What follows belongs to an exercise in optimizing a design on an open flow for small area, a short achievable clock period and few clock cycles; a production flow would make more cautious choices. Function was checked by simulation only, so behaviour that the tests miss may differ from the original. The clock port is modelled as an ideal driver, which makes a skipped or thinned clock tree look cheaper than it is; a real chip needs a root buffer or a tree. Power and IR drop assume default switching activity.

==> v16 <==
==> flow/design.v <==
`default_nettype none
package conv_window_pkg;
    localparam int img_size    = 32;   
    localparam int kernel_size = 5;
    localparam int out_size    = img_size - kernel_size + 1;   
    localparam int num_lines   = 6;    
    localparam int pixel_w    = 8;
    localparam int col_w      = 5;
    localparam int fill_row_w = 6;     
    localparam int line_w     = 3;
    typedef logic [pixel_w-1:0] pixel_t;
    typedef logic signed [pixel_w-1:0] spixel_t;
    typedef spixel_t [kernel_size-1:0][kernel_size-1:0] window_t;
    typedef pixel_t [num_lines-1:0][kernel_size-1:0] block_t;
endpackage
`default_nettype wire
`timescale 1ns/1ns
`default_nettype none
module conv_window_top (
    input  wire                         clk,
    input  wire                         reset_n,
    input  wire                         i_start,
    input  wire                         i_pixel_valid,
    input  wire  [7:0]                  i_pixel,
    input  wire                         i_conv_ready,
    output logic                        o_fill_active,
    output logic [199:0]                o_window,   
    output logic                        o_conv_valid,
    output logic                        o_conv_row_start,
    output logic                        o_conv_row_end,
    output logic                        o_done
);
    localparam int img   = 32;
    localparam int ks    = 5;
    localparam int depth = (ks - 1) * img + ks;   
    logic [depth*8-1:0] chain;   
    logic       active;      
    logic       fill;        
    logic       got_all;     
    logic       in_v;        
    logic [7:0] in_px;
    logic       pend;        
    logic       sh;          
    logic [4:0] row;         
    logic [4:0] col;
    logic       all_in;      
    logic new_win;
    logic want;
    logic show;
    logic show_start;
    logic show_end;
    logic show_last;
    logic take;
    logic last_take;
    logic pend_nxt;
    logic in_v_nxt;
    logic got_all_nxt;
    assign take        = i_pixel_valid && fill;
    assign new_win     = sh && (row >= 5'd4) && (col >= 5'd4);
    assign want        = new_win || pend;
    assign show        = want && i_conv_ready;
    assign show_start  = pend ? (col == 5'd5) : (col == 5'd4);
    assign show_end    = pend ? (col == 5'd0) : (col == 5'd31);
    assign show_last   = pend ? all_in : (row == 5'd31 && col == 5'd31);
    assign pend_nxt    = want && !i_conv_ready;
    assign in_v_nxt    = take || (in_v && !sh);
    assign last_take   = take && row == 5'd31 && (in_v ? col == 5'd30 : col == 5'd31);
    assign got_all_nxt = got_all || last_take;
    assign o_fill_active = fill;
    always_comb begin
        for (int i = 0; i < ks; i++)
            for (int j = 0; j < ks; j++)
                o_window[(i*ks+j)*8 +: 8] = chain[((ks-1-i)*img + (ks-1-j))*8 +: 8];
    end
    always_ff @(posedge clk) begin
        if (take) in_px <= i_pixel;
        if (sh) chain <= {chain[(depth-1)*8-1:0], in_px};
    end
    always_ff @(posedge clk) begin
        if (!reset_n) begin
            active           <= 1'b0;
            fill             <= 1'b0;
            got_all          <= 1'b0;
            in_v             <= 1'b0;
            pend             <= 1'b0;
            sh               <= 1'b0;
            row              <= '0;
            col              <= '0;
            all_in           <= 1'b0;
            o_conv_valid     <= 1'b0;
            o_conv_row_start <= 1'b0;
            o_conv_row_end   <= 1'b0;
            o_done           <= 1'b0;
        end else if (!active) begin
            got_all          <= 1'b0;
            in_v             <= 1'b0;
            pend             <= 1'b0;
            sh               <= 1'b0;
            row              <= '0;
            col              <= '0;
            all_in           <= 1'b0;
            o_conv_valid     <= 1'b0;
            o_conv_row_start <= 1'b0;
            o_conv_row_end   <= 1'b0;
            o_done           <= 1'b0;
            if (i_start) begin
                active <= 1'b1;
                fill   <= 1'b1;
            end
        end else begin
            if (sh) begin
                col <= col + 1'b1;
                if (col == 5'd31) begin
                    row <= row + 1'b1;
                    if (row == 5'd31) all_in <= 1'b1;
                end
            end
            got_all          <= got_all_nxt;
            in_v             <= in_v_nxt;
            pend             <= pend_nxt;
            sh               <= in_v_nxt && !pend_nxt;
            fill             <= !got_all_nxt && !(in_v_nxt && pend_nxt);
            o_conv_valid     <= show;
            o_conv_row_start <= show && show_start;
            o_conv_row_end   <= show && show_end;
            o_done           <= show && show_last;
            if (show && show_last) begin
                active <= 1'b0;
                fill   <= 1'b0;
            end
        end
    end
endmodule
`default_nettype wire
==> flow/flow/run.sh <==
#!/bin/bash
set -euo pipefail
export BUFFER_PORTS_ARGS="-buffer_cell sky130_fd_sc_hd__buf_1"
export SETUP_SLACK_MARGIN=5.8
export CTS_ARGS="-sink_clustering_enable -repair_clock_nets -sink_clustering_size 30 -sink_clustering_max_diameter 100 -dont_use_dummy_load"
export POST_CTS_TCL="$(pwd)/flow/post_cts.tcl"
export PLACE_PINS_ARGS='-group_pins {o_window[0] o_window[8] o_window[16] o_window[24] o_window[32] o_window[1] o_window[9] o_window[17] o_window[25] o_window[33] o_window[2] o_window[10] o_window[18] o_window[26] o_window[34] o_window[3] o_window[11] o_window[19] o_window[27] o_window[35] o_window[4] o_window[12] o_window[20] o_window[28] o_window[36] o_window[5] o_window[13] o_window[21] o_window[29] o_window[37] o_window[6] o_window[14] o_window[22] o_window[30] o_window[38] o_window[7] o_window[15] o_window[23] o_window[31] o_window[39]} -group_pins {o_window[40] o_window[48] o_window[56] o_window[64] o_window[72] o_window[41] o_window[49] o_window[57] o_window[65] o_window[73] o_window[42] o_window[50] o_window[58] o_window[66] o_window[74] o_window[43] o_window[51] o_window[59] o_window[67] o_window[75] o_window[44] o_window[52] o_window[60] o_window[68] o_window[76] o_window[45] o_window[53] o_window[61] o_window[69] o_window[77] o_window[46] o_window[54] o_window[62] o_window[70] o_window[78] o_window[47] o_window[55] o_window[63] o_window[71] o_window[79]} -group_pins {o_window[80] o_window[88] o_window[96] o_window[104] o_window[112] o_window[81] o_window[89] o_window[97] o_window[105] o_window[113] o_window[82] o_window[90] o_window[98] o_window[106] o_window[114] o_window[83] o_window[91] o_window[99] o_window[107] o_window[115] o_window[84] o_window[92] o_window[100] o_window[108] o_window[116] o_window[85] o_window[93] o_window[101] o_window[109] o_window[117] o_window[86] o_window[94] o_window[102] o_window[110] o_window[118] o_window[87] o_window[95] o_window[103] o_window[111] o_window[119]} -group_pins {o_window[120] o_window[128] o_window[136] o_window[144] o_window[152] o_window[121] o_window[129] o_window[137] o_window[145] o_window[153] o_window[122] o_window[130] o_window[138] o_window[146] o_window[154] o_window[123] o_window[131] o_window[139] o_window[147] o_window[155] o_window[124] o_window[132] o_window[140] o_window[148] o_window[156] o_window[125] o_window[133] o_window[141] o_window[149] o_window[157] o_window[126] o_window[134] o_window[142] o_window[150] o_window[158] o_window[127] o_window[135] o_window[143] o_window[151] o_window[159]} -group_pins {o_window[160] o_window[168] o_window[176] o_window[184] o_window[192] o_window[161] o_window[169] o_window[177] o_window[185] o_window[193] o_window[162] o_window[170] o_window[178] o_window[186] o_window[194] o_window[163] o_window[171] o_window[179] o_window[187] o_window[195] o_window[164] o_window[172] o_window[180] o_window[188] o_window[196] o_window[165] o_window[173] o_window[181] o_window[189] o_window[197] o_window[166] o_window[174] o_window[182] o_window[190] o_window[198] o_window[167] o_window[175] o_window[183] o_window[191] o_window[199]}'
bash standard.sh > flow_make.log 2>&1
==> flow/flow/post_cts.tcl <==
set block [ord::get_db_block]
set clk_net [$block findNet clk]
set roots {}
foreach it [$clk_net getITerms] { lappend roots [$it getInst] }
puts "post_cts: clock port drives [llength $roots] cell(s)"
if {[llength $roots] == 1} {
  set root [lindex $roots 0]
  set out_net [[$root findITerm X] getNet]
  set loads {}
  foreach it [$out_net getITerms] {
    if {[$it isInputSignal] || [[$it getMTerm] getIoType] eq "INPUT"} { lappend loads $it }
  }
  puts "post_cts: root [$root getName] drives [llength $loads] pin(s)"
  if {[llength $loads] <= 4} {
    foreach it $loads {
      $it disconnect
      $it connect $clk_net
    }
    [$root findITerm A] disconnect
    odb::dbInst_destroy $root
    odb::dbNet_destroy $out_net
    puts "post_cts: removed root buffer"
  }
}
estimate_parasitics -placement
report_clock_latency
==> flow/standard.sh <==
#!/bin/bash
# synth_recipe.tcl (not shown) runs the flow's synth.tcl, then flattens the netlist and writes it again
# the make line also repeats each setting of config.mk as NAME=value (left out here)
make -C /OpenROAD-flow-scripts/flow DESIGN_CONFIG=/design/flow/config.mk WORK_HOME=/design/flow/orfs CLKGATE_MAP_FILE= SYNTH_SCRIPT=/design/flow/synth_recipe.tcl "${@:-finish}"
==> flow/config.mk <==
export PLATFORM = sky130hd
export DESIGN_NAME = conv_window_top
export DESIGN_NICKNAME = conv_window_top
export VERILOG_FILES = /design/flow/design.v
export SDC_FILE = /design/flow/constraint.sdc
export NUM_CORES = 4
export LEC_CHECK = 0
export CAP_MARGIN = 20
export CELL_PAD_IN_SITES_DETAIL_PLACEMENT = 0
export CELL_PAD_IN_SITES_GLOBAL_PLACEMENT = 1
export CORE_MARGIN = 2
export CORE_UTILIZATION = 55
export GPL_ROUTABILITY_DRIVEN = 1
export PLACE_DENSITY = 0.65
export SLEW_MARGIN = 20
==> flow/constraint.sdc <==
create_clock -name core_clock -period 9.0 [get_ports {clk}]
set_input_delay 1.8000 -clock core_clock [delete_from_list [all_inputs] [get_ports {clk}]]
set_output_delay 1.8000 -clock core_clock [all_outputs]
set_load 0.01 [all_outputs]
==> v31: changes against v16 <==
==> flow/flow/run.sh (replaced) <==
#!/bin/bash
set -euo pipefail
export BUFFER_PORTS_ARGS="-buffer_cell sky130_fd_sc_hd__buf_1"
export SETUP_SLACK_MARGIN=5.8
export CTS_ARGS="-sink_clustering_enable -repair_clock_nets -sink_clustering_size 25 -sink_clustering_max_diameter 80 -dont_use_dummy_load"
export POST_CTS_TCL="$(pwd)/flow/post_cts.tcl"
bash standard.sh > flow_make.log 2>&1
Settings changed: CORE_UTILIZATION 55 to 70, PLACE_DENSITY 0.65 to 0.8.
==> summary.txt <==
In sequential cell count, v31 and v16 do not differ. Core utilization: v31 is higher than v16 (16 points). Of v31 and v16, v16 has the higher non-clock buffer count (gap 3). Against v31, the register-to-register slack of v16 is worse by 20 ps. Between v31 and v16, the lower count of clock-buffer cells in the layout is in v16 (gap 7).
==> figures <==
quantity	v16	v31
Outcome	timing/DRC/antenna clean	timing/DRC/antenna clean
Levels on crit path	3	1
Post-layout worst setup margin	6120 ps	6110 ps
Required time at the endpoint of the critical path	9060 ps	7200 ps
R2r worst-path depth	3	2
Worst-path clk slew	110 ps	90 ps
Transition time at the pin with the least slew margin	1030 ps	1090 ps
Total design power	0.00776 W	0.00786 W
Reg-to-reg setup timing slack	6120 ps	6140 ps
Pre-CTS WS	5830 ps	5870 ps
Met1 routed wirelength after detailed routing	20100 um	18200 um
Slowest cell on the critical path	dfxtp_4	edfxtp_1
Testbench counts of v16, summed over its fixed seeds: cycles 24,648.
Testbench counts of v31, summed over its fixed seeds: cycles 24,648.

-- separate check: timing with driven ports --
The results above use ideal ports. As a check the final layouts listed here were re-extracted and re-timed, cells and wires unchanged. Step 1: set_driving_cell puts a clkbuf_16 on clk and a buf_2 on each other input, an assumption about the parent block. Step 2 times the ports against the registers' clock, not the clock port: input delays grow and output delays shrink by t, the midpoint of the rising clock arrivals with the driver on. a / b / c = ideal ports / drivers / drivers and shift; a / b = the first two.
run	shift t [ns]	setup slack, ns	slew at the worst register clock pin (ns)
v16	0.503	6.116 / 6.026 / 5.969	0.11 / 0.11
v31	0.514	6.110 / 5.996 / 6.055	0.10 / 0.10
After both steps setup and hold are still met in every run listed. The setup slack of v16, which loses most, moves by -0.090 ns with the drivers and by -0.147 ns with both steps.
